Source: an optimization exercise on an open RTL-to-GDS flow (aim: small area and a short achievable clock period). Production flows keep margins and buffers that such runs may drop. Where RTL was checked, it was by simulation tests only, not by an equivalence proof against the original. No functional check of the RTL was part of runs 4 to 6. Power is estimated from default activity; no workload was simulated.

$ cat constraint.sdc
create_clock -name core_clock -period 4.5 [get_ports {clk}]
set_input_delay 0.9000 -clock core_clock [delete_from_list [all_inputs] [get_ports {clk}]]
set_output_delay 0.9000 -clock core_clock [all_outputs]
set_load 0.01 [all_outputs]
$ cat standard.sh
#!/bin/bash
# synth_recipe.tcl (not shown) runs the flow's synth.tcl, then flattens the netlist and writes it again
# the make line also repeats each setting of config.mk as NAME=value (left out here)
make -C /OpenROAD-flow-scripts/flow DESIGN_CONFIG=/design/flow/config.mk WORK_HOME=/design/flow/orfs CLKGATE_MAP_FILE= SYNTH_SCRIPT=/design/flow/synth_recipe.tcl "${@:-finish}"
$ cat config.mk
export PLATFORM = sky130hd
export DESIGN_NAME = socks4a_request_filter
export DESIGN_NICKNAME = socks4a_request_filter
export VERILOG_FILES = /design/flow/design.v
export SDC_FILE = /design/flow/constraint.sdc
export NUM_CORES = 4
export LEC_CHECK = 0
export CAP_MARGIN = 20
export CORE_MARGIN = 2
export CORE_UTILIZATION = 40
export PLACE_DENSITY = 0.6
export SETUP_SLACK_MARGIN = 2.3
export SLEW_MARGIN = 20
$ cat flow/run.sh
#!/bin/bash
# The standard layout (the standard.sh: standard synthesis, floorplan,
# placement, CTS, routing), with two changes:
#  - the port buffers that global placement inserts on every input and output
#    are sky130_fd_sc_hd__buf_2 instead of the delay-buffer cell that
#    buffer_ports picks on its own;
#  - clock tree synthesis uses larger sink clusters and no dummy loads.
set -uo pipefail
bash standard.sh "BUFFER_PORTS_ARGS=-buffer_cell sky130_fd_sc_hd__buf_2" \
  "CTS_ARGS=-sink_clustering_enable -repair_clock_nets -dont_use_dummy_load -buf_list sky130_fd_sc_hd__clkbuf_8 -sink_clustering_size 16 -sink_clustering_max_diameter 50" \
  finish > standard.log 2>&1
$ cat design.v
`default_nettype none
package s4rf_pkg;
  localparam int MAX_REQUEST = 4096;
  localparam int POS_W       = $clog2(MAX_REQUEST + 1);
  localparam int HEADER_LEN  = 8;
  localparam int NUM_RULES   = 6;
  localparam int RULE_W      = 38;
  localparam logic [7:0] CMD_CONNECT = 8'd1;
  localparam logic [7:0] CMD_BIND    = 8'd2;
  localparam logic [7:0] REPLY_GRANT  = 8'd90;
  localparam logic [7:0] REPLY_REJECT = 8'd91;
  localparam int REPLY_BEATS = 8;
  localparam int BEAT_W      = $clog2(REPLY_BEATS);
  localparam int              CFG_IDX_W     = 3;
  localparam int              CFG_DATA_W    = RULE_W;
  localparam logic [CFG_IDX_W-1:0] CFG_BIND_PORT = 3'd0;
  localparam int              CFG_RULE_BASE = 1;
  typedef struct packed {
    logic        valid;
    logic        kind_bind;
    logic [3:0]  wild;
    logic [31:0] addr;
  } rule_t;
  typedef struct packed {
    logic        granted;
    logic        is4a;
    logic        is_bind;
    logic [15:0] port;
    logic [31:0] addr;
  } reply_t;
endpackage
`default_nettype wire
`default_nettype none
module socks4a_request_filter (
  input  wire logic        clk,
  input  wire logic        rst_n,
  input  wire logic        in_valid,
  output logic             in_ready,
  input  wire logic [7:0]  in_req_byte,
  input  wire logic        in_end_of_request,
  output logic             out_valid,
  input  wire logic        out_ready,
  output logic [7:0]       out_reply_byte,
  output logic             out_reply_final,
  output logic             out_granted,
  output logic             out_is_socks4a,
  output logic             out_is_bind,
  input  wire logic        cfg_valid,
  output logic             cfg_ready,
  input  wire logic [2:0]  cfg_index,
  input  wire logic [37:0] cfg_data
);
  logic [5:0]  rv;             
  logic [5:0]  rk;             
  logic [3:0]  rw [6];         
  logic [31:0] ra [6];         
  logic [15:0] bp;             
  logic        bpf;            
  logic [12:0] pos;
  logic        c1, c2;         
  logic [15:0] port;
  logic [31:0] addr;
  logic [1:0]  nul;
  logic        g7;             
  logic        rvld;
  logic        last;           
  logic        rg, r4a, rb;
  logic [15:0] rport;
  logic [31:0] raddr;
  assign cfg_ready = 1'b1;
  always_ff @(posedge clk) begin
    if (cfg_valid && cfg_index == 3'd0) bp <= cfg_data[15:0];
    if (!rst_n) bpf <= 1'b0;
    else if (cfg_valid && cfg_index == 3'd0) bpf <= 1'b1;
  end
  for (genvar i = 0; i < 6; i++) begin : g_rule
    always_ff @(posedge clk) begin
      if (cfg_valid && cfg_index == 3'(i + 1)) begin
        rk[i] <= cfg_data[36];
        rw[i] <= cfg_data[35:32];
        ra[i] <= cfg_data[31:0];
      end
      if (!rst_n) rv[i] <= 1'b0;
      else if (cfg_valid && cfg_index == 3'(i + 1)) rv[i] <= cfg_data[37];
    end
  end
  logic hdr;                   
  logic over;                  
  logic is1, is2, is3, is4, is5, is6, is7, ge7;
  assign hdr  = (pos[12:3] == 10'd0);
  assign over = pos[12];
  assign is1 = hdr && pos[2:0] == 3'd1;
  assign is2 = hdr && pos[2:0] == 3'd2;
  assign is3 = hdr && pos[2:0] == 3'd3;
  assign is4 = hdr && pos[2:0] == 3'd4;
  assign is5 = hdr && pos[2:0] == 3'd5;
  assign is6 = hdr && pos[2:0] == 3'd6;
  assign is7 = hdr && pos[2:0] == 3'd7;
  assign ge7 = !hdr || pos[2:0] == 3'd7;
  logic out_take, out_last, in_take, in_end, reply_ok, load;
  assign out_take  = rvld && out_ready;
  assign out_last  = out_take && last;
  assign in_ready  = !rvld || out_last || !in_end_of_request;
  assign in_take   = in_valid && in_ready;
  assign in_end    = in_take && in_end_of_request;
  assign reply_ok  = ge7 && (c1 || c2);
  assign load      = in_end && reply_ok;
  always_ff @(posedge clk) begin
    if (is1) begin
      c1 <= (in_req_byte == 8'd1);
      c2 <= (in_req_byte == 8'd2);
    end
    if (is2) port[15:8]  <= in_req_byte;
    if (is3) port[7:0]   <= in_req_byte;
    if (is4) addr[31:24] <= in_req_byte;
    if (is5) addr[23:16] <= in_req_byte;
    if (is6) addr[15:8]  <= in_req_byte;
    if (is7) addr[7:0]   <= in_req_byte;
  end
  logic nul_byte;
  assign nul_byte = (in_req_byte == 8'd0) && !hdr && !over;
  always_ff @(posedge clk) begin
    if (!rst_n || in_end) begin
      pos <= '0;
      nul <= '0;
    end else if (in_take) begin
      if (!over) pos <= pos + 13'd1;
      if (nul_byte && nul != 2'd2) nul <= nul + 2'd1;
    end
  end
  logic [5:0] part, part_nx, hit;
  logic       none, g_in;
  for (genvar i = 0; i < 6; i++) begin : g_match
    assign part_nx[i] = rv[i] && (rk[i] ? c2 : c1) &&
                        (rw[i][0] || ra[i][31:24] == addr[31:24]) &&
                        (rw[i][1] || ra[i][23:16] == addr[23:16]) &&
                        (rw[i][2] || ra[i][15:8]  == in_req_byte);
    assign hit[i]     = part[i] && (rw[i][3] || ra[i][7:0] == in_req_byte);
  end
  assign none = !(|rv);
  assign g_in = (|hit) || none;
  always_ff @(posedge clk) begin
    if (is6) part <= part_nx;
  end
  always_ff @(posedge clk) begin
    if (is7) g7 <= g_in;
  end
  logic rep_en;
  assign rep_en = !rvld || out_last;
  always_ff @(posedge clk) begin
    if (rep_en) begin
      rg    <= is7 ? g_in : g7;
      r4a   <= (nul == 2'd2) || (nul == 2'd1 && nul_byte);
      rb    <= c2;
      rport <= port;
      raddr <= {addr[31:8], is7 ? in_req_byte : addr[7:0]};
    end
  end
  logic [7:0]  bt;
  logic [7:0]  ob, nb;
  logic [15:0] bpv;
  assign bpv  = bpf ? bp : 16'd0;
  assign last = bt[7];
  assign nb = ({8{bt[0]}} & {7'b0101101, !rg}) |
              ({8{bt[1]}} & (rb ? bpv[15:8] : rport[15:8])) |
              ({8{bt[2]}} & (rb ? bpv[7:0]  : rport[7:0])) |
              ({8{bt[3] && !rb}} & raddr[31:24]) |
              ({8{bt[4] && !rb}} & raddr[23:16]) |
              ({8{bt[5] && !rb}} & raddr[15:8]) |
              ({8{bt[6] && !rb}} & raddr[7:0]);
  always_ff @(posedge clk) begin
    if (!rst_n) begin
      rvld <= 1'b0;
      bt   <= 8'd1;
      ob   <= '0;
    end else begin
      rvld <= load || (rvld && !out_last);
      if (out_take) begin
        bt <= {bt[6:0], bt[7]};
        ob <= nb;
      end
    end
  end
  assign out_valid       = rvld;
  assign out_reply_byte  = ob;
  assign out_reply_final = last;
  assign out_granted     = rg;
  assign out_is_socks4a  = r4a;
  assign out_is_bind     = rb;
endmodule
`default_nettype wire
==> impl_metrics.tcl, run 1 <==
set metrics [dict create \
    synthCells 956 \
    die_x_um 198 \
    final_nets 1093 \
    power_switching_mw 1.36 \
    grt_pass1_wl_mm 51.4 \
    critPathKind "in -> out" \
    ys_seq_area_share_pct 73.7 \
    dp_hpwl_mm 23.5 \
    synth-main-ff-cell "edfxtp_1" \
    synth_nets 1019 \
    grtUsageTotal_pct 18.1 \
    reg2reg_setup_slack_ps 2420 \
    hold_path.class "reg -> reg" \
    cp_data_required_time_ps 3600 \
    clockBufferDepth 3 \
    cts-root-buf "clkbuf_8" \
    synthTopCellsByCount "337 x edfxtp_1, 189 x xor2_1, 51 x nor4_1" \
    final.period_utilization_pct 49.2 \
    ctsHtreeMaxLevel 2 \
    place_congestion 0.806 \
    maxCapViolations 0 \
    leakagePower_nw 5.60 \
    slew_violations 0 \
    max_freq_ghz 0.452 \
    synth_top_area_share_pct 67.3 \
    syn_area_um2 15000 \
    max-slew-margin-rel_pct 43.9 \
    rsz0062_at_grt "true" \
    clkTransAtPathRegs_ps 90 \
    timing.rr.start "rb$_DFFE_PP_" \
    critPathLaunchType "input pin" \
    drc_errors 0 \
    dp_cells 1456 \
    endpoint_kind "output pin" \
    swShare_pct 22.0 \
    p_comb_share_pct 5.2 \
    cp_max_fo 2 \
    fin_tns_setup_ps 0 \
    wl_per_cell_um 23.6 \
    cp.arrival_ps 1310 \
    synth_area_per_cell_um2 15.7 \
    finalSetupViolCount 0 \
    area.growth.synth_to_final_pct 10.3 \
    ir_worst_vdd_uv 186 \
    p_int_mw 4.83 \
    synth_edf_count 337 \
    synth_area_leader_cell "edfxtp_1" \
    grt_pass1_vias 7999 \
    fp.dieArea_um2 39200 \
    netlist-cell-type-count 44 \
    placementRows 71 \
    critPathLaunch "out_ready" \
    final_cells 1502 \
    worst_pin_slew_ps 841 \
    num_io_pins 70 \
    diodes 0 \
    async_flop_share_pct 0 \
    start_util_pct 40.3 \
    grt.overflow.total 0 \
    min_from "addr[11]$_DFFE_PP_" \
    fin_worst_skew_ps 54.2 \
    drive_gt1_share_pct 14.9 \
    route.detailed.vias_per_inst 5.29 \
    hold_viol 0 \
    cts_tree "done" \
    synth.yosys.warnings 3 \
    status "timing/DRC/antenna clean" \
    die_height_um 198 \
    clock_latency_ps 560 \
    seqPwrFrac_pct 65.3 \
    drtAntennaViolNets 0 \
    pwr-share-clk_pct 29.5 \
    cts.sink_count 385 \
    synth_area_leaders "edfxtp_1 67%, xor2_1 11%, dfxtp_1 6.4%" \
    firstDrtPassIters 5 \
    antenna_found_initial 1 \
    grt_max_degree 52 \
    hold_ws_ps 390 \
    drt_iter0_drc 797 \
    cts_buffers 37 \
    core_um2 37300 \
    num_vias 7950 \
    min_period_ps 2210 \
    drt-total-wl_mm 35.4 \
    ys_ff_latch 385 \
    powerDensity_nw_per_um2 373 \
    io_buffers 68 \
    synth.most_common_cell "edfxtp_1" \
    cts-hold-fix-buffers 0 \
]
==> area by class of cell <==
class                   count  area, um^2
clock buffers              37         509
fillers                  3338       20700
flip-flops and latches    385       11100
multi-input cells         510        3810
well taps                 474         593
inverters                  12        48.8
repair buffers             84         542
==> placed cells by master, fill, tap and decap left out, drive strengths merged, types with 2 or more instances in the layout <==
| cell | n |
|---|---|
| ha | 8 |
| nor2 | 43 |
| inv | 10 |
| nand4 | 8 |
| a221oi | 6 |
| clkbuf | 40 |
| xnor2 | 14 |
| a21oi | 48 |
| a211oi | 5 |
| a41o | 7 |
| edfxtp | 337 |
| o211ai | 7 |
| buf | 81 |
| dfxtp | 48 |
| nor3 | 3 |
| a22oi | 15 |
| and3 | 8 |
| a22o | 16 |
| mux2i | 2 |
| mux2 | 9 |
| a31oi | 5 |
| and4 | 2 |
| xor2 | 189 |
| o21ai | 10 |
| and2 | 4 |
| nand2b | 11 |
| nor4 | 52 |
| nand2 | 29 |
==> metrics by stage <==
stage / setup WS (ps) / cell area (um^2) / utilization (%) / power [mW]
4_1_cts: 2210 / 16500 / 44.2 / 6.23
6_report: 2290 / 16600 / 44.5 / 6.19
3_3_place_gp: 1730 / 15900 / 42.6 / 4.43
5_1_grt: 2240 / 16600 / 44.5 / 6.40
3_5_place_dp: 1660 / 16000 / 42.8 / 4.44
2_1_floorplan: 1950 / 15200 / - / 4.28
==> critical path: stages <==
cell and delay [ps]:
buf_8 100, a21boi_4 120, nand2_1 60, buf_2 130
==> power groups by stage <==
stage	Combinational (mW)	Clock (mW)	Sequential [mW]
final	0.321	1.82	4.04
after detailed placement	0.311	0	4.13
after CTS	0.319	1.87	4.05
after floorplan	0.188	0	4.10
after global placement	0.303	0	4.13
after global routing	0.352	2.00	4.05
==> cell families after synthesis <==
group           count (synthesis)  synth area share, %
xor+xnor                      203                 11.8
flops                         385                 73.7
mux                            11                0.807
fa+ha+maj                       8                0.665
other cells                     1               0.0249
simple gates                  160                 5.66
buf+inv                        63                 1.76
compound gates                125                 5.60
==> worst paths after layout <==
kind,endpoint,depth (start not counted)
max,in_ready,4
min,raddr[11]$_DFFE_PP_,0
max reg2reg,ob[5]$_SDFFE_PN0N_,5
min reg2reg,raddr[11]$_DFFE_PP_,0
==> metal layers <==
layer,GRT usage [%],wire [um]
met1,25.3,15700
met2,29.6,16700
met4,4.62,760
met3,3.07,2260
met5,0,0
==> flip-flops by register name (all words and copies together) (netlist names) <==
register	flops
part	6
rvld	1
bpf	1
nul	2
rg	1
bt	8
pos	13
addr	32
bp	16
rport	16
rw	24
r4a	1
c2	1
rb	1
rv	6
port	16
ob	8
ra	192
g7	1
c1	1
rk	6
raddr	32
==> what timing repair did <==
| item | in CTS | in global routing |
|---|---|---|
| pin swaps | 1 | 7 |
| cloned | 0 | 2 |
| gates resized for setup | 4 | 19 |
| buffers inserted | 4 | 3 |
| endpoints found under the setup margin | 8 | 12 |
==> run 2: changes to the inputs <==
--- a/config.mk
+++ b/config.mk
@@ -8,6 +8,7 @@
 export CAP_MARGIN = 20
 export CORE_MARGIN = 2
 export CORE_UTILIZATION = 40
+export GPL_TIMING_DRIVEN = 0
 export PLACE_DENSITY = 0.6
 export SETUP_SLACK_MARGIN = 2.3
 export SLEW_MARGIN = 20
==> impl_metrics.tcl, run 2 <==
set metrics [dict create \
    synth_area_leader_cell "edfxtp_1" \
    grt.overflow.total 0 \
    cp_max_fo 2 \
    placementRows 71 \
    multi_input_area_um2 3860 \
    num_io_pins 70 \
    cp_data_required_time_ps 3600 \
    endpoint_kind "output pin" \
    drt_iter0_drc 663 \
    n_fill_cell 3259 \
    clkTransAtPathRegs_ps 100 \
    cp.arrival_ps 1330 \
    synth_nets 1019 \
    synth_edf_count 337 \
    final_cells 1556 \
    antenna_found_initial 0 \
    maxCapViolations 0 \
    mostFrequentLayoutCells "337 x edfxtp_1, 189 x xor2_1, 63 x buf_2" \
    firstDrtPassIters 5 \
    syn_area_um2 15000 \
    place_ws_ps 1160 \
    max-slew-margin-rel_pct 37.2 \
    synth-main-ff-cell "edfxtp_1" \
    ys_seq_area_share_pct 73.7 \
    hold_path.class "reg -> reg" \
    drive_gt1_share_pct 16.9 \
    cts.sink_count 385 \
    die_x_um 198 \
    layout_commonest_cell "edfxtp_1" \
    finalSetupViolCount 0 \
    fin_tns_setup_ps 0 \
    grt_pass1_vias 8121 \
    area.growth.synth_to_final_pct 13.6 \
    fin_worst_skew_ps 98.7 \
    ctsHtreeMaxLevel 2 \
    io_buffers 67 \
    rsz0062_at_grt "true" \
    clock_latency_ps 580 \
    critPathLaunchType "input pin" \
    reg_top3 "ra x192, addr x32, raddr x32" \
    cts-root-buf "clkbuf_8" \
    final_nets 1147 \
    core_um2 37300 \
    synth_area_per_cell_um2 15.7 \
    dp_cells 1506 \
    dp_hpwl_mm 23.5 \
    synth_top_area_share_pct 67.3 \
    powerDensity_nw_per_um2 365 \
    synth.most_common_cell "edfxtp_1" \
    diodes 0 \
    leakagePower_nw 5.79 \
    die_height_um 198 \
    wl_per_cell_um 22.1 \
    slew_violations 0 \
    synthTopCellsByCount "337 x edfxtp_1, 189 x xor2_1, 51 x nor4_1" \
    critPathKind "in -> out" \
    min_period_ps 2230 \
    hold_viol 0 \
    top_register "ra" \
    grt_pass1_wl_mm 51.3 \
    synthCells 956 \
    fp.dieArea_um2 39200 \
    max_freq_ghz 0.449 \
    cts_tree "done" \
    synth.yosys.warnings 3 \
    regArea_um2 11100 \
    ir_worst_vdd_uv 204 \
    cts_buffers 39 \
    drc_errors 0 \
    drt-total-wl_mm 34.4 \
    clockBufferDepth 3 \
    route.detailed.vias_per_inst 5.24 \
    drtAntennaViolNets 0 \
    grt_max_degree 27 \
    num_vias 8147 \
    largest_reg_flops 192 \
    synth_area_leaders "edfxtp_1 67%, xor2_1 11%, dfxtp_1 6.4%" \
    grtUsageTotal_pct 17.9 \
    worst_pin_slew_ps 938 \
    place_congestion 0.802 \
    final.period_utilization_pct 49.5 \
    status "timing/DRC/antenna clean" \
    start_util_pct 40.3 \
    ys_ff_latch 385 \
    netlist-cell-type-count 44 \
    worst_slack_ps 2270 \
    async_flop_share_pct 0 \
    post-route-util_pct 45.8 \
]
[run 2: final cells by class]
cell class / count / share of cell area (%)
flip-flops and latches: 385 / 64.8
multi-input cells: 508 / 22.6
repair buffers: 86 / 3.83
well taps: 474 / 3.47
clock buffers: 39 / 3.14
plain buffers: 51 / 1.79
inverters: 12 / 0.285
repair inverters: 1 / 0.0439
[run 2: metrics by stage]
stage | power (mW) | instance area, um^2 | hold WS [ps]
6_report | 6.24 | 17100 | 379
5_1_grt | 6.46 | 17100 | 391
4_1_cts | 6.31 | 17000 | 390
3_5_place_dp | 4.46 | 16300 | 405
3_3_place_gp | 4.44 | 16100 | 400
2_1_floorplan | 4.28 | 15200 | 400
[run 2: logic make-up (layout without fill, tap and decap cells)]
| family | after synthesis | in the layout | synth area share (%) |
|---|---|---|---|
| AO/OA/AOI/OAI | 125 | 125 | 5.60 |
| flip-flops | 385 | 385 | 73.7 |
| other | 1 | 1 | 0.0249 |
| adder cells (fa/ha/maj) | 8 | 8 | 0.665 |
| buffers and inverters | 63 | 189 | 1.76 |
| multiplexers | 11 | 11 | 0.807 |
| AND/OR/NAND/NOR | 160 | 160 | 5.66 |
| XOR/XNOR | 203 | 203 | 11.8 |
[run 2: per-layer routing]
metal / wire length [um] / share of wire, % / track usage, %
met1: 15800 / 46 / 25.1
met2: 15900 / 46 / 29.1
met3: 1670 / 4.8 / 2.33
met4: 959 / 2.8 / 5.85
met5: 0 / 0 / 0
[run 2: where the power goes]
part           total [mW]  internal (mW)  switching (mW)
clock network        1.86          0.774            1.08
registers            4.03           3.98          0.0461
logic               0.354          0.128           0.226
total                6.24           4.89            1.36
[run 2: worst paths after layout]
kind	depth (start not counted)	start	slack, ps	endpoint
setup / recovery	4	out_ready	2270	in_ready
hold / removal	0	addr[15]$_DFFE_PP_	380	raddr[15]$_DFFE_PP_
setup reg to reg	5	addr[18]$_DFFE_PP_	2380	part[1]$_DFFE_PP_
hold reg to reg	0	addr[15]$_DFFE_PP_	380	raddr[15]$_DFFE_PP_
[run 2: critical path, cell delays in order]
cell	delay, ps
buf_8	100
a21boi_4	130
nand2_1	60
buf_2	130
[run 2: repair_timing]
action	in CTS	in global routing
hold buffers	0	0
gates cloned	1	0
buffers inserted	7	3
gates resized for setup	17	23
pin swaps	3	9
setup endpoints to repair	71	12
==> run 3: changes to the inputs <==
--- a/config.mk
+++ b/config.mk
@@ -8,7 +8,6 @@
 export CAP_MARGIN = 20
 export CORE_MARGIN = 2
 export CORE_UTILIZATION = 40
-export GPL_TIMING_DRIVEN = 0
-export PLACE_DENSITY = 0.6
+export PLACE_DENSITY = 0.75
 export SETUP_SLACK_MARGIN = 2.3
 export SLEW_MARGIN = 20
==> impl_metrics.tcl, run 3 <==
set metrics [dict create \
    status "timing/DRC/antenna clean" \
    synthCells 956 \
    critPathLaunchType "input pin" \
    synth_area_leaders "edfxtp_1 67%, xor2_1 11%, dfxtp_1 6.4%" \
    synth_area_per_cell_um2 15.7 \
    drt_iter0_drc 942 \
    clock_latency_ps 560 \
    ys_ff_latch 385 \
    fin_tns_setup_ps 0 \
    grt_pass1_wl_mm 49.5 \
    endpoint "in_ready" \
    leakagePower_nw 5.56 \
    synth.yosys.warnings 3 \
    endpoint_kind "output pin" \
    max-slew-margin-rel_pct 42.6 \
    cpLargestDelayFamily "buffers and inverters" \
    ys_seq_area_share_pct 73.7 \
    dp_hpwl_mm 22.6 \
    cp_max_fo 3 \
    slowest_stage "buf_4" \
    power_switching_mw 1.33 \
    synthTopCellsByCount "337 x edfxtp_1, 189 x xor2_1, 51 x nor4_1" \
    antenna_found_initial 0 \
    r2r-end "ob[0]$_SDFFE_PN0N_" \
    grtUsageTotal_pct 17.3 \
    cts.sink_count 385 \
    die_x_um 198 \
    final_nets 1089 \
    grt.overflow.total 0 \
    die_height_um 198 \
    drive_gt1_share_pct 14.5 \
    swShare_pct 21.7 \
    num_vias 8211 \
    layout_commonest_cell "edfxtp_1" \
    crit_path_max_incr_delay_ps 130 \
    cts-root-buf "clkbuf_8" \
    syn_area_um2 15000 \
    holdPathStages 0 \
    timing.rr.start "rb$_DFFE_PP_" \
    rsz0062_at_grt "true" \
    cp_data_required_time_ps 3600 \
    synth_edf_count 337 \
    crit_chain "buf_4 > a21boi_4 > nand2_1 > buf_2" \
    firstDrtPassIters 7 \
    crit_buf_inv 2 \
    worst_pin_slew_ps 859 \
    path_depth 4 \
    io_buffers 68 \
    placementRows 71 \
    slew_violations 0 \
    grt_max_degree 52 \
    p_comb_share_pct 5.2 \
    cts-hold-fix-buffers 0 \
    top_register "ra" \
    synth-main-ff-cell "edfxtp_1" \
    num_io_pins 70 \
    seqPwrFrac_pct 66.1 \
    place_ws_ps 1700 \
    route.detailed.vias_per_inst 5.48 \
    clockBufferDepth 3 \
    fin_worst_skew_ps 58.7 \
    netlist-cell-type-count 44 \
    grt_pass1_vias 8010 \
    synth_area_leader_cell "edfxtp_1" \
    hold_path.class "reg -> reg" \
    finalSetupViolCount 0 \
    worst_slack_ps 2260 \
    fp.dieArea_um2 39200 \
    synth.most_common_cell "edfxtp_1" \
    min_period_ps 2240 \
    final.period_utilization_pct 49.8 \
    post-route-util_pct 44.3 \
    drt-total-wl_mm 34.1 \
    async_flop_share_pct 0 \
    place_congestion 0.836 \
    largest_reg_flops 192 \
    wl_per_cell_um 22.8 \
    pwr-share-clk_pct 28.7 \
    drtAntennaViolNets 0 \
    ir_worst_vdd_uv 253 \
    diodes 0 \
    cp.arrival_ps 1340 \
    worstRegToRegCells 5 \
    drc_errors 0 \
    p_int_mw 4.79 \
    maxCapViolations 0 \
    dp_cells 1453 \
    powerDensity_nw_per_um2 370 \
    clkTransAtPathRegs_ps 90 \
    core_um2 37300 \
    reg_top3 "ra x192, addr x32, raddr x32" \
    max_freq_ghz 0.446 \
    critPathKind "in -> out" \
    mostFrequentLayoutCells "337 x edfxtp_1, 189 x xor2_1, 60 x buf_2" \
    cts_buffers 35 \
    reg2reg_setup_slack_ps 2410 \
    synth_top_area_share_pct 67.3 \
    hold_viol 0 \
    cts_tree "done" \
    critPathLaunch "out_ready" \
    start_util_pct 40.3 \
    ctsHtreeMaxLevel 2 \
    area.growth.synth_to_final_pct 9.77 \
    final_cells 1498 \
    synth_nets 1019 \
]
run 3: stage by stage:
stage | instance area, um^2 | power [mW] | hold slack, ps
finish | 16500 | 6.12 | 403
global route | 16500 | 6.30 | 409
CTS | 16400 | 6.14 | 402
detailed placement | 15900 | 4.43 | 405
global placement | 15900 | 4.42 | 401
floorplan | 15200 | 4.28 | 400
run 3: how the worst min path moves through the flow:
stage                                      to          startpoint
after floorplan           raddr[10]$_DFFE_PP_  addr[10]$_DFFE_PP_
after global placement    raddr[14]$_DFFE_PP_  addr[14]$_DFFE_PP_
after detailed placement  raddr[11]$_DFFE_PP_  addr[11]$_DFFE_PP_
after CTS                 rport[15]$_DFFE_PP_  port[15]$_DFFE_PP_
after global routing       rport[7]$_DFFE_PP_   port[7]$_DFFE_PP_
final                     rport[15]$_DFFE_PP_  port[15]$_DFFE_PP_
run 3: power groups by stage:
stage / logic [mW] / clock network, mW / registers, mW
after floorplan: 0.188 / 0 / 4.10
after global placement: 0.296 / 0 / 4.12
after detailed placement: 0.305 / 0 / 4.13
after CTS: 0.313 / 1.78 / 4.04
after global routing: 0.342 / 1.91 / 4.05
final: 0.316 / 1.76 / 4.04
run 3: worst reg2reg max path, delay by kind of cell (launching register included):
| family | cells | cell delay, ps |
|---|---|---|
| AO/OA/AOI/OAI | 3 | 900 |
| flip-flops | 1 | 460 |
| AND/OR/NAND/NOR | 1 | 380 |
| buffers and inverters | 1 | 200 |
run 3: area by class of cell:
| type | instances | area [um^2] |
|---|---|---|
| timing repair buffer | 82 | 502 |
| multi-input combinational | 510 | 3800 |
| fill | 3271 | 20800 |
| sequential | 385 | 11100 |
| inverter | 12 | 48.8 |
| tap | 474 | 593 |
| clock buffer | 35 | 482 |
run 3: what timing repair did:
item,in CTS,in global routing
pin swaps,2,4
gates cloned,0,2
endpoints found under the setup margin,73,26
setup buffers,5,0
resized for setup,2,11
run 3: kinds of logic after synthesis:
| logic type | synth area share [%] |
|---|---|
| fa+ha+maj | 0.665 |
| mux | 0.807 |
| flops | 73.7 |
| buf+inv | 1.76 |
| simple gates | 5.66 |
| compound gates | 5.60 |
| other cells | 0.0249 |
| xor+xnor | 11.8 |
run 3: layer usage:
layer / vias up / GRT usage [%] / share of wire (%)
li1: 3666 / - / -
met1: 4146 / 24.1 / 43
met2: 338 / 27.8 / 47
met3: 61 / 2.74 / 7.6
met4: 0 / 5.49 / 2.4
met5: - / 0 / 0
==> run 4: changes to the inputs <==
--- a/design.v
+++ b/design.v
@@ -63,6 +63,7 @@
   logic [1:0]  nul;
   logic        g7;             
   logic        rvld;
+  logic        bsy;            
   logic        last;           
   logic        rg, r4a, rb;
   logic [15:0] rport;
@@ -100,7 +101,7 @@
   logic out_take, out_last, in_take, in_end, reply_ok, load;
   assign out_take  = rvld && out_ready;
   assign out_last  = out_take && last;
-  assign in_ready  = !rvld || out_last || !in_end_of_request;
+  assign in_ready  = !(in_end_of_request && (bsy || (last && !out_ready)));
   assign in_take   = in_valid && in_ready;
   assign in_end    = in_take && in_end_of_request;
   assign reply_ok  = ge7 && (c1 || c2);
@@ -171,10 +172,12 @@
   always_ff @(posedge clk) begin
     if (!rst_n) begin
       rvld <= 1'b0;
+      bsy  <= 1'b0;
       bt   <= 8'd1;
       ob   <= '0;
     end else begin
       rvld <= load || (rvld && !out_last);
+      bsy  <= load || (bsy && !(out_take && bt[6]));
       if (out_take) begin
         bt <= {bt[6:0], bt[7]};
         ob <= nb;
--- a/config.mk
+++ b/config.mk
@@ -8,6 +8,6 @@
 export CAP_MARGIN = 20
 export CORE_MARGIN = 2
 export CORE_UTILIZATION = 40
-export PLACE_DENSITY = 0.75
+export PLACE_DENSITY = 0.6
 export SETUP_SLACK_MARGIN = 2.3
 export SLEW_MARGIN = 20
==> impl_metrics.tcl, run 4 <==
set metrics [dict create \
    status "timing/DRC/antenna clean" \
    synth_nets 1027 \
    fin_worst_skew_ps 84.5 \
    cts.sink_count 386 \
    grt.overflow.total 0 \
    synth_xor_area_share_pct 11.1 \
    grt_max_degree 39 \
    n_fill_cell 3325 \
    die_x_um 199 \
    critPathLaunchType "input pin" \
    layout_commonest_cell "edfxtp_1" \
    ir_worst_vdd_uv 270 \
    synth-simple-area-share_pct 6.32 \
    reg_top3 "ra x192, addr x32, raddr x32" \
    start_util_pct 40.5 \
    worstRegToRegCells 6 \
    synth_area_leaders "edfxtp_1 66%, xor2_1 10%, dfxtp_1 6.4%" \
    syn_area_um2 15200 \
    dp_hpwl_mm 22.8 \
    synth.most_common_cell "edfxtp_1" \
    ctsHtreeMaxLevel 2 \
    drt_iter0_drc 642 \
    design_area_um2 16800 \
    firstDrtPassIters 5 \
    hold_viol 0 \
    die_height_um 199 \
    max-slew-margin-rel_pct 28.8 \
    cp_max_fo 19 \
    place_congestion 0.818 \
    cts_tree "done" \
    synth_area_per_cell_um2 15.8 \
    worst_pin_slew_ps 1070 \
    final_nets 1114 \
    rsz0062_at_grt "true" \
    min_from "addr[10]$_DFFE_PP_" \
    fin_tns_setup_ps 0 \
    area.growth.synth_to_final_pct 10.4 \
    synth-main-ff-cell "edfxtp_1" \
    drt-total-wl_mm 35.3 \
    powerDensity_nw_per_um2 364 \
    clockBufferDepth 3 \
    hold_path_end "raddr[10]$_DFFE_PN_" \
    endpoint_kind "register" \
    synth_area_leader_cell "edfxtp_1" \
    synthCells 964 \
    leakagePower_nw 5.62 \
    ys_ff_latch 386 \
    grt_pass1_vias 8055 \
    reg2reg_setup_slack_ps 2310 \
    synthTopCellsByCount "337 x edfxtp_1, 174 x xor2_1, 49 x dfxtp_1, 49 x nor4_1, 37 x nand2_1" \
    synth_compound_area_share_pct 5.77 \
    regArea_um2 11100 \
    min_period_ps 2230 \
    clkTransAtPathRegs_ps 90 \
    wl_per_cell_um 22.6 \
    hold_path.class "reg -> reg" \
    num_io_pins 70 \
    grt_pass1_wl_mm 51.2 \
    synth_top_family_by_area "XOR/XNOR gates" \
    synthMuxAreaShare_pct 0.854 \
    r2r-end "rg$_DFFE_PN_" \
    fp.dieArea_um2 39700 \
    max_freq_ghz 0.449 \
    synth_top_area_share_pct 66.4 \
    cp_data_required_time_ps 4830 \
    placementRows 71 \
    worst_slack_ps 2270 \
    timing.rr.start "pos[12]$_SDFFE_PP0N_" \
    multi_input_area_um2 3890 \
    mostFrequentLayoutCells "337 x edfxtp_1, 174 x xor2_1, 63 x buf_2" \
    grtUsageTotal_pct 17.7 \
    top_register "ra" \
    drc_errors 0 \
    holdPathStages 0 \
    critPathKind "in -> reg" \
    place_area_um2 16100 \
    async_flop_share_pct 0 \
    num_vias 8104 \
    place_ws_ps 1580 \
    drive_gt1_share_pct 15.9 \
    antenna_found_initial 2 \
    netlist-cell-type-count 55 \
    cts_buffers 38 \
    slew_violations 0 \
    largest_reg_flops 192 \
    drtAntennaViolNets 0 \
    io_buffers 68 \
    finalSetupViolCount 0 \
    maxCapViolations 0 \
    core_um2 37600 \
    synth.yosys.warnings 3 \
    cts-root-buf "clkbuf_8" \
    route.detailed.vias_per_inst 5.19 \
    final.period_utilization_pct 49.5 \
    ys_seq_area_share_pct 72.9 \
    fin_total_pwr_mw 6.12 \
    synth_edf_count 337 \
    clock_latency_ps 580 \
    cp.arrival_ps 2560 \
    synthAdderAreaFrac_pct 0.657 \
    diodes 0 \
]
-- run 4: cell type report --
class / count / area share [%]
Inverter: 17 / 0.379
Clock buffer: 38 / 3.11
Sequential cell: 386 / 66.0
Timing Repair Buffer: 92 / 3.53
Tap cell: 511 / 3.80
Multi-Input combinational cell: 516 / 23.2
-- run 4: how the worst max path moves through the flow --
stage / from / end
global placement: in_req_byte[1] / rg$_DFFE_PN_
finish: in_req_byte[3] / part[3]$_DFFE_PP_
floorplan: cfg_valid / rv[3]$_SDFFE_PN0P_
detailed placement: in_req_byte[1] / rg$_DFFE_PN_
CTS: in_req_byte[0] / rg$_DFFE_PN_
global route: in_req_byte[3] / rg$_DFFE_PN_
-- run 4: logic make-up (layout without fill, tap and decap cells) --
group           Yosys count  count (layout)
buf+inv                  65             147
xor+xnor                193             193
fa+ha+maj                 8               8
simple gates            168             171
mux                      12              12
other cells               1               1
compound gates          131             131
flops                   386             386
-- run 4: routing by layer --
metal / global-route usage (%) / wire length (um) / up-vias
met2: 29.3 / 17100 / 225
met5: 0 / 13 / -
met1: 24.5 / 15600 / 4093
li1: - / - / 3740
met3: 2.78 / 1860 / 44
met4: 4.78 / 635 / 2
-- run 4: critical path, cell delays in order --
cell,delay [ps]
buf_2,500
xor2_1,140
nor4_1,590
a21oi_1,160
nor4_1,270
-- run 4: stage by stage --
| stage | cells | util, % | hold slack, ps |
|---|---|---|---|
| 3_3_place_gp | 1500 | 42.7 | 402 |
| 6_report | 1560 | 44.8 | 389 |
| 2_1_floorplan | 964 | - | 400 |
| 3_5_place_dp | 1501 | 42.7 | 405 |
| 5_1_grt | 1560 | 44.8 | 393 |
| 4_1_cts | 1549 | 44.4 | 392 |
-- run 4: where the power goes --
| group | leakage (nW) | internal, mW | switching [mW] |
|---|---|---|---|
| sequential | 3.52 | 3.97 | 0.0350 |
| clock | 0.273 | 0.755 | 1.09 |
| combinational | 1.83 | 0.0875 | 0.182 |
| total | 5.62 | 4.81 | 1.31 |
-- run 4: repair_timing --
| action | in CTS | in global routing |
|---|---|---|
| setup buffers | 9 | 8 |
| cloned | 1 | 2 |
| endpoints found under the setup margin | 59 | 29 |
| hold buffers | 0 | 0 |
| pin swaps | 3 | 5 |
| hold endpoints to repair | 0 | 0 |
| resized for setup | 11 | 5 |
==> run 5: changes to the inputs <==
--- a/design.v
+++ b/design.v
@@ -102,7 +102,7 @@
   assign out_take  = rvld && out_ready;
   assign out_last  = out_take && last;
   assign in_ready  = !(in_end_of_request && (bsy || (last && !out_ready)));
-  assign in_take   = in_valid && in_ready;
+  assign in_take   = in_valid && (!rvld || out_last || !in_end_of_request);
   assign in_end    = in_take && in_end_of_request;
   assign reply_ok  = ge7 && (c1 || c2);
   assign load      = in_end && reply_ok;
==> impl_metrics.tcl, run 5 <==
set metrics [dict create \
    clock_latency_ps 610 \
    cp_max_fo 4 \
    fin_tns_setup_ps 0 \
    cp.arrival_ps 1290 \
    final_cells 1541 \
    ys_ff_latch 386 \
    synth_top_family_by_area "XOR/XNOR gates" \
    dp_cells 1498 \
    clkTransAtPathRegs_ps 90 \
    dp_hpwl_mm 22.6 \
    async_flop_share_pct 0 \
    synth_edf_count 337 \
    hold_viol 0 \
    max_freq_ghz 0.457 \
    die_x_um 199 \
    synth_nets 1024 \
    synth.most_common_cell "edfxtp_1" \
    final_nets 1093 \
    layout_commonest_cell "edfxtp_1" \
    status "timing/DRC/antenna clean" \
    maxCapViolations 0 \
    rsz0062_at_grt "true" \
    route.detailed.vias_per_inst 5.12 \
    cts_buffers 39 \
    multi_input_area_um2 3860 \
    max-slew-margin-rel_pct 38.8 \
    start_util_pct 40.5 \
    syn_area_um2 15200 \
    clockBufferDepth 3 \
    synth.yosys.warnings 3 \
    cts-hold-fix-buffers 0 \
    mostFrequentLayoutCells "337 x edfxtp_1, 189 x xor2_1, 63 x buf_2" \
    synth-main-ff-cell "edfxtp_1" \
    placementRows 71 \
    final.period_utilization_pct 48.6 \
    reg_top3 "ra x192, addr x32, raddr x32" \
    cts.sink_count 386 \
    area.growth.synth_to_final_pct 9.89 \
    synth_area_per_cell_um2 15.8 \
    largest_reg_flops 192 \
    firstDrtPassIters 5 \
    grt_pass1_wl_mm 49.2 \
    place_congestion 0.804 \
    netlist-cell-type-count 50 \
    ir_worst_vdd_uv 195 \
    ys_seq_area_share_pct 73.2 \
    drt-total-wl_mm 33.6 \
    regArea_um2 11100 \
    cts-root-buf "clkbuf_8" \
    slew_violations 0 \
    leakagePower_nw 5.59 \
    critPathKind "in -> out" \
    synthAdderAreaFrac_pct 0.660 \
    num_vias 7889 \
    io_buffers 68 \
    cp_data_required_time_ps 3600 \
    antenna_found_initial 4 \
    grt_max_degree 53 \
    min_period_ps 2190 \
    synth_area_leaders "edfxtp_1 67%, xor2_1 11%, dfxtp_1 6.5%" \
    drtAntennaViolNets 0 \
    finalSetupViolCount 0 \
    wl_per_cell_um 21.8 \
    synth_compound_area_share_pct 5.74 \
    grtUsageTotal_pct 17.3 \
    hold_ws_ps 406 \
    worst_pin_slew_ps 916 \
    hold_path.class "reg -> reg" \
    n_fill_cell 3421 \
    synthMuxAreaShare_pct 0.726 \
    endpoint_kind "output pin" \
    synthCells 961 \
    synth_top_area_share_pct 66.7 \
    top_register "ra" \
    drt_iter0_drc 530 \
    drc_errors 0 \
    core_um2 37500 \
    cts_tree "done" \
    num_io_pins 70 \
    grt_pass1_vias 7754 \
    synth-simple-area-share_pct 5.97 \
    ctsHtreeMaxLevel 2 \
    powerDensity_nw_per_um2 373 \
    die_height_um 199 \
    fin_worst_skew_ps 58.1 \
    fp.dieArea_um2 39500 \
    grt.overflow.total 0 \
    drive_gt1_share_pct 14.7 \
    synth_xor_area_share_pct 11.7 \
    synthTopCellsByCount "337 x edfxtp_1, 189 x xor2_1, 50 x a21oi_1" \
    critPathLaunchType "input pin" \
    synth_area_leader_cell "edfxtp_1" \
]
run 5: cell types whose count changed in the layout (fill, tap and decap cells not counted), moves of 13 or more:
cell      before  now
a21boi_0      13    0
a21oi_1       34   50
a22o_1         0   15
buf_4         21    7
nor2_1        16   37
o21ai_0       24   10
xor2_1       174  189
run 5: area by class of cell:
type / instances / area share, %
antenna: 2 / 0.0300
clock buffer: 39 / 3.22
inverter: 11 / 0.270
multi-input combinational: 514 / 23.2
sequential: 386 / 66.6
tap: 511 / 3.84
timing repair buffer: 78 / 2.86
run 5: kinds of logic after synthesis:
kind of cell / Yosys count
AOI/OAI and AO/OA: 127
buffers and inverters: 61
xor gates and xnor gates: 203
and+or+nand+nor: 165
muxes: 10
other: 1
DFF: 386
adders and majority gates: 8
run 5: path summary, 6_finish.rpt:
check / from / to / cells past startpoint / slack, ps
setup / recovery: out_ready / in_ready / 4 / 2310
hold / removal: port[5]$_DFFE_PP_ / rport[5]$_DFFE_PP_ / 0 / 410
setup reg to reg: addr[31]$_DFFE_PP_ / part[4]$_DFFE_PP_ / 4 / 2420
hold reg to reg: port[5]$_DFFE_PP_ / rport[5]$_DFFE_PP_ / 0 / 410
run 5: power by group:
group	switching, mW	internal (mW)	leakage (nW)
Clock	1.09	0.772	0.280
Combinational	0.202	0.105	1.79
Sequential	0.0555	3.99	3.52
run 5: timing repair:
item                       4_1_cts  5_1_grt
buffers inserted                 2        0
resized for setup                5        8
cloned                           0        0
setup endpoints to repair        2       25
pin swaps                        1        2
run 5: stage by stage:
step / power, mW / utilization (%) / instance area, um^2 / setup WS [ps]
after floorplan: 4.29 / - / 15200 / 1950
final: 6.22 / 44.5 / 16700 / 2310
after CTS: 6.29 / 44.4 / 16600 / 2280
after detailed placement: 4.44 / 42.9 / 16100 / 1700
after global placement: 4.43 / 42.7 / 16000 / 1760
after global routing: 6.45 / 44.5 / 16700 / 2260
run 5: worst max-delay path, stage by stage:
cell,delay (ps)
buf_6,110
nor2b_4,100
o21ai_2,50
buf_2,140
run 5: routing by layer:
metal	up-vias	wire length [um]	track usage [%]
met4	0	810	5.58
met5	-	0	0
met3	48	1750	3.70
li1	3677	-	-
met2	192	15900	27.5
met1	3972	15100	23.8
==> run 6: changes to the inputs <==
--- a/config.mk
+++ b/config.mk
@@ -5,9 +5,9 @@
 export SDC_FILE = /design/flow/constraint.sdc
 export NUM_CORES = 4
 export LEC_CHECK = 0
-export CAP_MARGIN = 20
+export CAP_MARGIN = 10
 export CORE_MARGIN = 2
 export CORE_UTILIZATION = 40
 export PLACE_DENSITY = 0.6
 export SETUP_SLACK_MARGIN = 2.3
-export SLEW_MARGIN = 20
+export SLEW_MARGIN = 10
==> impl_metrics.tcl, run 6 <==
set metrics [dict create \
    synth_top_area_share_pct 66.7 \
    ir_worst_vdd_uv 173 \
    ys_ff_latch 386 \
    seqPwrFrac_pct 65.4 \
    synthTopCellsByCount "337 x edfxtp_1, 189 x xor2_1, 50 x a21oi_1" \
    multi_input_area_um2 3850 \
    grt_pass1_wl_mm 49.3 \
    final_cells 1540 \
    drc_errors 0 \
    maxCapViolations 0 \
    ctsHtreeMaxLevel 2 \
    slew_violations 0 \
    grt_pass1_vias 7736 \
    fin_total_pwr_mw 6.19 \
    regArea_um2 11100 \
    place_ws_ps 1700 \
    drtAntennaViolNets 0 \
    busiest_layer "met2" \
    clockBufferDepth 3 \
    clkTransAtPathRegs_ps 90 \
    cp.arrival_ps 2470 \
    grt_use_met2_pct 27.8 \
    io_buffers 68 \
    finalSetupViolCount 0 \
    place_congestion 0.804 \
    p_int_mw 4.85 \
    synth-main-ff-cell "edfxtp_1" \
    grt.overflow.total 0 \
    critPathLaunchType "input pin" \
    synth_edf_count 337 \
    largest_reg_flops 192 \
    min_period_ps 2180 \
    timing.rr.start "addr[26]$_DFFE_PP_" \
    cts-root-buf "clkbuf_8" \
    final_nets 1092 \
    mostFrequentLayoutCells "337 x edfxtp_1, 189 x xor2_1, 63 x buf_2" \
    n_fill_cell 3372 \
    r2r-end "part[0]$_DFFE_PP_" \
    placementRows 71 \
    max_freq_ghz 0.458 \
    final.period_utilization_pct 48.5 \
    fp.dieArea_um2 39500 \
    netlist-cell-type-count 50 \
    reg_top3 "ra x192, addr x32, raddr x32" \
    start_util_pct 40.5 \
    hold_ws_ps 413 \
    ys_seq_area_share_pct 73.2 \
    synth_area_per_cell_um2 15.8 \
    layout_commonest_cell "edfxtp_1" \
    place_area_um2 16000 \
    post-route-util_pct 44.4 \
    cts_buffers 38 \
    cp_max_fo 19 \
    dp_cells 1495 \
    powerDensity_nw_per_um2 372 \
    max-slew-margin-rel_pct 18.6 \
    design_area_um2 16600 \
    leakagePower_nw 5.58 \
    hold_viol 0 \
    status "timing/DRC/antenna clean" \
    cp_data_required_time_ps 4790 \
    worst_pin_slew_ps 1220 \
    grt_max_degree 53 \
    endpoint_kind "register" \
    dp_hpwl_mm 22.3 \
    grtUsageTotal_pct 17.2 \
    route.detailed.vias_per_inst 5.14 \
    rsz0062_at_grt "true" \
    num_vias 7908 \
    async_flop_share_pct 0 \
    core_um2 37500 \
    worstRegToRegCells 4 \
    endpoint "rg$_DFFE_PP_" \
    drt-total-wl_mm 33.4 \
    met1_usage_pct 23.3 \
    cts-hold-fix-buffers 0 \
    cts_tree "done" \
    critPathKind "in -> reg" \
    firstDrtPassIters 5 \
    synth_area_leaders "edfxtp_1 67%, xor2_1 11%, dfxtp_1 6.5%" \
    num_io_pins 70 \
    power_switching_mw 1.34 \
    synth.most_common_cell "edfxtp_1" \
    drive_gt1_share_pct 14.3 \
    pwr-share-clk_pct 29.7 \
    swShare_pct 21.7 \
    fin_tns_setup_ps 0 \
    die_x_um 199 \
    grtUsageMet3_pct 3.27 \
    wl_per_cell_um 21.7 \
    reg2reg_setup_slack_ps 2440 \
    synth.yosys.warnings 3 \
    worst_slack_ps 2320 \
    top_register "ra" \
    cts.sink_count 386 \
    p_comb_share_pct 4.9 \
    area.growth.synth_to_final_pct 9.61 \
    antenna_found_initial 4 \
    die_height_um 199 \
    hold_path.class "reg -> reg" \
    drt_iter0_drc 537 \
    clock_latency_ps 570 \
    critPathLaunch "in_req_byte[2]" \
    synth_area_leader_cell "edfxtp_1" \
    synth_nets 1024 \
    fin_worst_skew_ps 59.1 \
    synthCells 961 \
    syn_area_um2 15200 \
]
-- run 6: layer usage --
| metal | vias up | wire, um |
|---|---|---|
| li1 | 3671 | - |
| met2 | 216 | 15800 |
| met3 | 60 | 1800 |
| met5 | - | 0 |
| met4 | 0 | 950 |
| met1 | 3961 | 14900 |
-- run 6: final cells by class --
| cell class | instances | area share (%) |
|---|---|---|
| Multi-Input combinational cell | 514 | 23.2 |
| Inverter | 11 | 0.271 |
| Sequential cell | 386 | 66.8 |
| Timing Repair Buffer | 78 | 2.77 |
| Tap cell | 511 | 3.85 |
| Clock buffer | 38 | 3.15 |
| Antenna cell | 2 | 0.0301 |
-- run 6: power by group through the flow --
stage	Clock [mW]	Sequential [mW]	Combinational, mW
after floorplan	0	4.11	0.187
after global placement	0	4.13	0.298
after detailed placement	0	4.13	0.302
after CTS	1.90	4.05	0.308
after global routing	2.02	4.06	0.334
final	1.84	4.05	0.305
-- run 6: how the worst min path moves through the flow --
stage                                  start                  end  slack, ps  cells past startpoint
final                     port[15]$_DFFE_PP_  rport[15]$_DFFE_PP_        410                      0
after global routing      port[12]$_DFFE_PP_  rport[12]$_DFFE_PP_        420                      0
after CTS                 port[15]$_DFFE_PP_  rport[15]$_DFFE_PP_        410                      0
after detailed placement   addr[8]$_DFFE_PP_   raddr[8]$_DFFE_PP_        400                      0
after global placement    port[11]$_DFFE_PP_  rport[11]$_DFFE_PP_        400                      0
after floorplan           addr[10]$_DFFE_PP_  raddr[10]$_DFFE_PP_        400                      0
-- run 6: logic make-up (layout without fill, tap and decap cells) --
logic type / after synthesis / after routing / synth area share [%]
xor gates and xnor gates: 203 / 203 / 11.7
other: 1 / 3 / 0.0247
muxes: 10 / 10 / 0.726
DFF: 386 / 386 / 73.2
buffers and inverters: 61 / 127 / 1.98
AOI/OAI and AO/OA: 127 / 127 / 5.74
and+or+nand+nor: 165 / 165 / 5.97
adders and majority gates: 8 / 8 / 0.660
-- run 6: timing repair --
item	CTS	global route
resized for setup	7	4
endpoints found under the setup margin	6	21
pin swaps	1	1
buffers inserted	3	0
-- run 6: worst max-delay path, stage by stage --
cell,delay [ps]
buf_2,510
xor2_1,210
nor4_1,70
a41o_1,240
a222oi_1,360
a32oi_1,170
==> run 7: changes to the inputs <==
--- a/design.v
+++ b/design.v
@@ -63,7 +63,6 @@
   logic [1:0]  nul;
   logic        g7;             
   logic        rvld;
-  logic        bsy;            
   logic        last;           
   logic        rg, r4a, rb;
   logic [15:0] rport;
@@ -101,8 +100,8 @@
   logic out_take, out_last, in_take, in_end, reply_ok, load;
   assign out_take  = rvld && out_ready;
   assign out_last  = out_take && last;
-  assign in_ready  = !(in_end_of_request && (bsy || (last && !out_ready)));
-  assign in_take   = in_valid && (!rvld || out_last || !in_end_of_request);
+  assign in_ready  = !rvld || out_last || !in_end_of_request;
+  assign in_take   = in_valid && in_ready;
   assign in_end    = in_take && in_end_of_request;
   assign reply_ok  = ge7 && (c1 || c2);
   assign load      = in_end && reply_ok;
@@ -172,12 +171,10 @@
   always_ff @(posedge clk) begin
     if (!rst_n) begin
       rvld <= 1'b0;
-      bsy  <= 1'b0;
       bt   <= 8'd1;
       ob   <= '0;
     end else begin
       rvld <= load || (rvld && !out_last);
-      bsy  <= load || (bsy && !(out_take && bt[6]));
       if (out_take) begin
         bt <= {bt[6:0], bt[7]};
         ob <= nb;
==> impl_metrics.tcl, run 7 <==
set metrics [dict create \
    synthAdderAreaFrac_pct 0.665 \
    synthCells 956 \
    place_congestion 0.806 \
    ir_worst_vdd_uv 186 \
    netlist-cell-type-count 44 \
    maxCapViolations 0 \
    crit_chain "buf_8 > a21boi_4 > nand2_1 > buf_2" \
    final.period_utilization_pct 49.1 \
    rsz0062_at_grt "true" \
    drt-total-wl_mm 35.0 \
    powerDensity_nw_per_um2 373 \
    top_register "ra" \
    endpoint_kind "output pin" \
    max-slew-margin-rel_pct 23.0 \
    synth_top_family_by_area "XOR/XNOR gates" \
    synth.most_common_cell "edfxtp_1" \
    drtAntennaViolNets 0 \
    synth_area_leaders "edfxtp_1 67%, xor2_1 11%, dfxtp_1 6.4%" \
    synth_nets 1019 \
    grt_pass1_wl_mm 50.8 \
    critPathKind "in -> out" \
    hold_path.class "reg -> reg" \
    leakagePower_nw 5.57 \
    place_area_um2 15900 \
    cts_buffers 37 \
    synth_top_area_share_pct 67.3 \
    start_util_pct 40.3 \
    slowest_stage "buf_2" \
    route.detailed.vias_per_inst 5.32 \
    final_cells 1498 \
    synth_edf_count 337 \
    ctsHtreeMaxLevel 2 \
    die_x_um 198 \
    dp_hpwl_mm 23.4 \
    cp_max_fo 2 \
    async_flop_share_pct 0 \
    fin_tns_setup_ps 0 \
    grt_pass1_vias 7904 \
    grt_max_degree 52 \
    synth-simple-area-share_pct 5.66 \
    area.growth.synth_to_final_pct 9.86 \
    num_vias 7974 \
    fin_worst_skew_ps 39.9 \
    antenna_found_initial 0 \
    crit_path_max_incr_delay_ps 130 \
    largest_reg_flops 192 \
    drt_iter0_drc 811 \
    status "timing/DRC/antenna clean" \
    place_ws_ps 1660 \
    grtUsageTotal_pct 18.0 \
    cp_data_required_time_ps 3600 \
    synth-main-ff-cell "edfxtp_1" \
    dp_cells 1454 \
    worst_slack_ps 2290 \
    layout_commonest_cell "edfxtp_1" \
    reg_top3 "ra x192, addr x32, raddr x32" \
    io_buffers 68 \
    synthMuxAreaShare_pct 0.807 \
    cp.arrival_ps 1310 \
    worst_pin_slew_ps 1150 \
    synthTopCellsByCount "337 x edfxtp_1, 189 x xor2_1, 51 x nor4_1" \
    core_um2 37300 \
    fp.dieArea_um2 39200 \
    cts.sink_count 385 \
    wl_per_cell_um 23.3 \
    synth_area_per_cell_um2 15.7 \
    placementRows 71 \
    design_area_um2 16500 \
    ys_seq_area_share_pct 73.7 \
    slew_violations 0 \
    diodes 0 \
    synth_area_leader_cell "edfxtp_1" \
    syn_area_um2 15000 \
    synth_compound_area_share_pct 5.60 \
    ys_ff_latch 385 \
    die_height_um 198 \
    clock_latency_ps 550 \
    final_nets 1089 \
    finalSetupViolCount 0 \
    clockBufferDepth 3 \
    drive_gt1_share_pct 14.6 \
    synth_xor_area_share_pct 11.8 \
    min_period_ps 2210 \
    cts_tree "done" \
    mostFrequentLayoutCells "337 x edfxtp_1, 189 x xor2_1, 59 x buf_2" \
    critPathLaunchType "input pin" \
    firstDrtPassIters 5 \
    grt.overflow.total 0 \
    synth.yosys.warnings 3 \
    cts-root-buf "clkbuf_8" \
    cts-hold-fix-buffers 0 \
    hold_viol 0 \
    num_io_pins 70 \
    max_freq_ghz 0.453 \
    clkTransAtPathRegs_ps 100 \
    drc_errors 0 \
]
==> run 7: path summary, 6_finish.rpt <==
kind,startpoint,to,slack [ps],cells after the start
setup reg to reg,rb$_DFFE_PP_,ob[5]$_SDFFE_PN0N_,2390,5
hold reg to reg,port[10]$_DFFE_PP_,rport[10]$_DFFE_PP_,410,0
setup / recovery,out_ready,in_ready,2290,4
hold / removal,port[10]$_DFFE_PP_,rport[10]$_DFFE_PP_,410,0
==> run 7: report_power, final <==
group | internal, mW | switching (mW) | leakage, nW | total (mW)
Combinational | 0.106 | 0.210 | 1.79 | 0.316
Sequential | 3.98 | 0.0600 | 3.52 | 4.04
Clock | 0.737 | 1.07 | 0.266 | 1.81
==> run 7: final cells by class <==
class                   instances  area [um^2]
repair buffers                 81          479
flip-flops and latches        385        11100
clock buffers                  37          509
multi-input cells             509         3810
well taps                     474          593
inverters                      12         48.8
fillers                      3361        20800
==> run 7: per-stage QoR <==
stage / utilization, % / total power, mW / hold WS, ps
global route: 44.3 / 6.39 / 412
floorplan: - / 4.28 / 400
global placement: 42.6 / 4.43 / 400
detailed placement: 42.6 / 4.44 / 405
CTS: 44.1 / 6.23 / 413
finish: 44.3 / 6.17 / 414
==> run 7: worst max-delay path, delay by kind of cell <==
family	cells	cell delay [ps]
AOI/OAI and AO/OA	1	120
buffers and inverters	2	230
and+or+nand+nor	1	60
==> run 7: repair_timing <==
action                     CTS  global route
pin swaps                    1             5
cloned                       0             1
setup buffers                3             3
resized for setup            4            20
setup endpoints to repair    5            15
hold endpoints to repair     0             0
==> run 7: kinds of logic after synthesis <==
kind of cell | count (synthesis)
flip-flops | 385
XOR/XNOR | 203
AND/OR/NAND/NOR | 160
AO/OA/AOI/OAI | 125
buffers and inverters | 63
multiplexers | 11
adder cells (fa/ha/maj) | 8
other | 1
==> run 7: per-layer routing <==
metal / routed length, um / track usage [%] / vias up
li1: - / - / 3651
met1: 15900 / 25.6 / 4008
met2: 16300 / 29.0 / 267
met3: 2170 / 2.71 / 48
met4: 685 / 4.57 / 0
met5: 0 / 0 / -
==> run 8: changes to the inputs <==
--- a/config.mk
+++ b/config.mk
@@ -9,5 +9,5 @@
 export CORE_MARGIN = 2
 export CORE_UTILIZATION = 40
 export PLACE_DENSITY = 0.6
-export SETUP_SLACK_MARGIN = 2.3
+export SETUP_SLACK_MARGIN = 2.35
 export SLEW_MARGIN = 10
==> impl_metrics.tcl, run 8 <==
set metrics [dict create \
    status "timing/DRC/antenna clean" \
    antenna_found_initial 1 \
    ys_seq_area_share_pct 73.7 \
    synth_top_area_share_pct 67.3 \
    regArea_um2 11100 \
    ir_worst_vdd_uv 217 \
    drtAntennaViolNets 0 \
    powerDensity_nw_per_um2 372 \
    grt_pass1_wl_mm 52.1 \
    hold_path_end "raddr[8]$_DFFE_PP_" \
    top_register "ra" \
    hold_viol 0 \
    fin_tns_setup_ps 0 \
    die_height_um 198 \
    min_from "addr[8]$_DFFE_PP_" \
    synthCells 956 \
    critPathLaunchType "input pin" \
    route.detailed.vias_per_inst 5.36 \
    holdPathStages 0 \
    synth_area_leader_cell "edfxtp_1" \
    cts_tree "done" \
    final_cells 1506 \
    endpoint_kind "output pin" \
    critPathKind "in -> out" \
    io_buffers 68 \
    synth_nets 1019 \
    fp.dieArea_um2 39200 \
    finalSetupViolCount 0 \
    top_layer "met4" \
    area.growth.synth_to_final_pct 10.6 \
    fin_worst_skew_ps 60.2 \
    firstDrtPassIters 5 \
    num_vias 8077 \
    netlist-cell-type-count 44 \
    reg2reg_setup_slack_ps 2480 \
    drc_errors 0 \
    met3_length_mm 2.04 \
    maxCapViolations 0 \
    cts.sink_count 385 \
    cp.arrival_ps 1300 \
    dp_cells 1452 \
    cp_data_required_time_ps 3600 \
    mostFrequentLayoutCells "337 x edfxtp_1, 189 x xor2_1, 58 x buf_2" \
    grt_pass1_vias 8052 \
    clockBufferDepth 3 \
    drt-total-wl_mm 36.1 \
    synth_edf_count 337 \
    worstRegToRegCells 4 \
    multi_input_area_um2 3850 \
    drive_gt1_share_pct 15.2 \
    ctsHtreeMaxLevel 2 \
    grtUsageTotal_pct 18.5 \
    start_util_pct 40.3 \
    timing.rr.start "addr[24]$_DFFE_PP_" \
    cts_buffers 37 \
    cts-hold-fix-buffers 0 \
    synth_area_per_cell_um2 15.7 \
    placementRows 71 \
    ys_ff_latch 385 \
    min_period_ps 2200 \
    wl_per_cell_um 24.0 \
    wl_met1_mm 16.3 \
    die_x_um 198 \
    diodes 0 \
    reg_top3 "ra x192, addr x32, raddr x32" \
    leakagePower_nw 5.63 \
    clkTransAtPathRegs_ps 90 \
    num_io_pins 70 \
    slew_violations 0 \
    synth_area_leaders "edfxtp_1 67%, xor2_1 11%, dfxtp_1 6.4%" \
    cts-root-buf "clkbuf_8" \
    post-route-util_pct 44.6 \
    cp_max_fo 2 \
    clock_latency_ps 580 \
    rsz0062_at_grt "true" \
    worst_pin_slew_ps 1110 \
    syn_area_um2 15000 \
    max-slew-margin-rel_pct 25.9 \
    core_um2 37300 \
    grt_max_degree 52 \
    synth.most_common_cell "edfxtp_1" \
    async_flop_share_pct 0 \
    hold_path.class "reg -> reg" \
    final.period_utilization_pct 48.9 \
    drt_iter0_drc 779 \
    final_nets 1097 \
    dp_hpwl_mm 23.5 \
    synth-main-ff-cell "edfxtp_1" \
    synthTopCellsByCount "337 x edfxtp_1, 189 x xor2_1, 51 x nor4_1" \
    grt.overflow.total 0 \
    largest_reg_flops 192 \
    r2r-end "part[2]$_DFFE_PP_" \
    wl_met2_mm 16.8 \
    max_freq_ghz 0.454 \
    layout_commonest_cell "edfxtp_1" \
    n_fill_cell 3356 \
    synth.yosys.warnings 3 \
    place_congestion 0.787 \
]
-- run 8: stage by stage --
| step | worst slack, ps | total power [mW] | hold WS [ps] | instance area, um^2 |
|---|---|---|---|---|
| 2_1_floorplan | 2110 | 4.29 | 400 | 15200 |
| 3_3_place_gp | 1700 | 4.43 | 400 | 15900 |
| 3_5_place_dp | 1660 | 4.44 | 405 | 15900 |
| 4_1_cts | 2270 | 6.23 | 400 | 16500 |
| 5_1_grt | 2260 | 6.40 | 400 | 16600 |
| 6_report | 2300 | 6.18 | 396 | 16600 |
-- run 8: kinds of logic after synthesis --
logic type | synth area share (%)
buffers and inverters | 1.76
muxes | 0.807
adders and majority gates | 0.665
other | 0.0249
DFF | 73.7
AOI/OAI and AO/OA | 5.60
xor gates and xnor gates | 11.8
and+or+nand+nor | 5.66
-- run 8: layout make-up --
cell class	count	area share, %
flip-flops and latches	385	66.6
repair buffers	87	3.31
inverters	12	0.293
multi-input cells	511	23.2
clock buffers	37	3.06
well taps	474	3.56
-- run 8: where the power goes --
part / leakage [nW] / switching [mW] / internal (mW) / total (mW)
clock network: 0.266 / 1.07 / 0.736 / 1.81
logic: 1.84 / 0.220 / 0.113 / 0.333
registers: 3.51 / 0.0577 / 3.98 / 4.04
total: 5.63 / 1.35 / 4.83 / 6.18
-- run 8: what timing repair did --
action	in CTS	in global routing
hold endpoints to repair	0	0
pin swaps	5	6
gates resized for setup	9	18
gates cloned	2	1
buffers inserted	6	7
endpoints found under the setup margin	68	61
-- run 8: critical path: stages --
cell	delay (ps)
buf_8	100
a21boi_4	120
nand2_1	50
buf_2	130
-- run 8: worst max-delay path by stage --
stage / startpoint / end / slack [ps] / cells past startpoint
6_report: out_ready / in_ready / 2300 / 4
5_1_grt: out_ready / in_ready / 2260 / 4
4_1_cts: out_ready / in_ready / 2270 / 4
3_5_place_dp: in_req_byte[6] / nul[1]$_SDFFE_PP0P_ / 1660 / 6
3_3_place_gp: in_req_byte[6] / nul[1]$_SDFFE_PP0P_ / 1700 / 6
2_1_floorplan: cfg_valid / rv[3]$_SDFFE_PN0P_ / 2110 / 4
-- run 8: per-layer routing --
| layer | global-route usage [%] | vias up |
|---|---|---|
| li1 | - | 3678 |
| met1 | 26.1 | 4062 |
| met2 | 29.2 | 278 |
| met3 | 2.88 | 59 |
| met4 | 6.38 | 0 |
| met5 | 0 | - |
==> run 9: changes to the inputs <==
--- a/config.mk
+++ b/config.mk
@@ -5,9 +5,9 @@
 export SDC_FILE = /design/flow/constraint.sdc
 export NUM_CORES = 4
 export LEC_CHECK = 0
-export CAP_MARGIN = 10
+export CAP_MARGIN = 5
 export CORE_MARGIN = 2
 export CORE_UTILIZATION = 40
 export PLACE_DENSITY = 0.6
-export SETUP_SLACK_MARGIN = 2.35
-export SLEW_MARGIN = 10
+export SETUP_SLACK_MARGIN = 2.3
+export SLEW_MARGIN = 5
==> impl_metrics.tcl, run 9 <==
set metrics [dict create \
    r2r-end "ob[5]$_SDFFE_PN0N_" \
    route.detailed.vias_per_inst 5.32 \
    swShare_pct 21.8 \
    reg_top3 "ra x192, addr x32, raddr x32" \
    ctsHtreeMaxLevel 2 \
    place_congestion 0.806 \
    timing.rr.start "rb$_DFFE_PP_" \
    firstDrtPassIters 5 \
    finalSetupViolCount 0 \
    clockBufferDepth 3 \
    rsz0062_at_grt "true" \
    clkTransAtPathRegs_ps 100 \
    min_period_ps 2210 \
    crit_path_max_incr_delay_ps 130 \
    io_buffers 68 \
    status "timing/DRC/antenna clean" \
    grt_pass1_wl_mm 50.8 \
    leakagePower_nw 5.57 \
    cp_data_required_time_ps 3600 \
    synthCells 956 \
    power_switching_mw 1.34 \
    cp_max_fo 2 \
    crit_chain "buf_8 > a21boi_4 > nand2_1 > buf_2" \
    drive_gt1_share_pct 14.6 \
    grt_max_degree 52 \
    wl_per_cell_um 23.3 \
    mostFrequentLayoutCells "337 x edfxtp_1, 189 x xor2_1, 59 x buf_2" \
    synth_area_leaders "edfxtp_1 67%, xor2_1 11%, dfxtp_1 6.4%" \
    fin_total_pwr_mw 6.17 \
    num_vias 7974 \
    ir_worst_vdd_uv 186 \
    core_um2 37300 \
    worst_pin_slew_ps 1150 \
    p_comb_share_pct 5.1 \
    fp.dieArea_um2 39200 \
    placementRows 71 \
    critPathKind "in -> out" \
    final.period_utilization_pct 49.1 \
    maxCapViolations 0 \
    seqPwrFrac_pct 65.5 \
    final_nets 1089 \
    drt_iter0_drc 811 \
    fin_worst_skew_ps 39.9 \
    synth_edf_count 337 \
    ys_seq_area_share_pct 73.7 \
    synth-main-ff-cell "edfxtp_1" \
    drtAntennaViolNets 0 \
    fin_tns_setup_ps 0 \
    critPathLaunch "out_ready" \
    max_freq_ghz 0.453 \
    powerDensity_nw_per_um2 373 \
    synth.yosys.warnings 3 \
    p_int_mw 4.83 \
    cts_buffers 37 \
    num_io_pins 70 \
    cts_tree "done" \
    synth_top_area_share_pct 67.3 \
    cts-hold-fix-buffers 0 \
    netlist-cell-type-count 44 \
    dp_hpwl_mm 23.4 \
    top_register "ra" \
    slew_violations 0 \
    grt.overflow.total 0 \
    diodes 0 \
    worstRegToRegCells 5 \
    grt_pass1_vias 7904 \
    synthTopCellsByCount "337 x edfxtp_1, 189 x xor2_1, 51 x nor4_1" \
    endpoint_kind "output pin" \
    hold_viol 0 \
    area.growth.synth_to_final_pct 9.86 \
    slowest_stage "buf_2" \
]
-- run 9: worst max-delay path: cells and delay by family --
family	cells	cell delay, ps
buffers and inverters	2	230
AO/OA/AOI/OAI	1	120
AND/OR/NAND/NOR	1	60
-- run 9: final cells by class --
class,instances,area (um^2)
clock buffer,37,509
fill,3361,20800
inverter,12,48.8
multi-input combinational,509,3810
sequential,385,11100
tap,474,593
timing repair buffer,81,479
-- run 9: what timing repair did --
| item | 4_1_cts | 5_1_grt |
|---|---|---|
| hold endpoints to repair | 0 | 0 |
| gates cloned | 0 | 1 |
| gates resized for setup | 4 | 20 |
| setup buffers | 3 | 3 |
| pin swaps | 1 | 5 |
| setup endpoints to repair | 5 | 15 |
-- run 9: kinds of logic (layout without fill, tap and decap cells) --
kind of cell	after synthesis	in the layout	synth area share, %
flops	385	385	73.7
simple gates	160	161	5.66
fa+ha+maj	8	8	0.665
mux	11	11	0.807
other cells	1	1	0.0249
compound gates	125	125	5.60
xor+xnor	203	203	11.8
buf+inv	63	130	1.76
-- run 9: layer usage --
metal	track usage [%]	routed length, um
met3	2.71	2170
met1	25.6	15900
met4	4.57	685
met2	29.0	16300
met5	0	0
-- run 9: worst max-delay path by stage --
stage,endpoint,cells after the start
2_1_floorplan,ra[0][0]$_DFFE_PP_,2
3_3_place_gp,rg$_DFFE_PP_,6
3_5_place_dp,rg$_DFFE_PP_,6
4_1_cts,in_ready,4
5_1_grt,rv[2]$_SDFFE_PN0P_,5
6_report,in_ready,4
-- run 9: power by group through the flow --
stage / logic [mW] / registers, mW / clock network, mW
after floorplan: 0.188 / 4.10 / 0
after global placement: 0.303 / 4.13 / 0
after detailed placement: 0.308 / 4.13 / 0
after CTS: 0.313 / 4.05 / 1.87
after global routing: 0.345 / 4.05 / 1.99
final: 0.316 / 4.04 / 1.81
-- run 9: metrics by stage --
step                      area (um^2)  cells
after global placement          15900   1454
final                           16500   1498
after global routing            16500   1498
after detailed placement        15900   1454
after CTS                       16400   1494
after floorplan                 15200    956

Check on run 9: ideal ports give 2.291 ns setup slack; a clkbuf_16 on the clock port and buf_2 on the inputs give 2.253 ns; moving port delays by the midpoint clock arrival (0.574 ns) as well gives 1.765 ns.
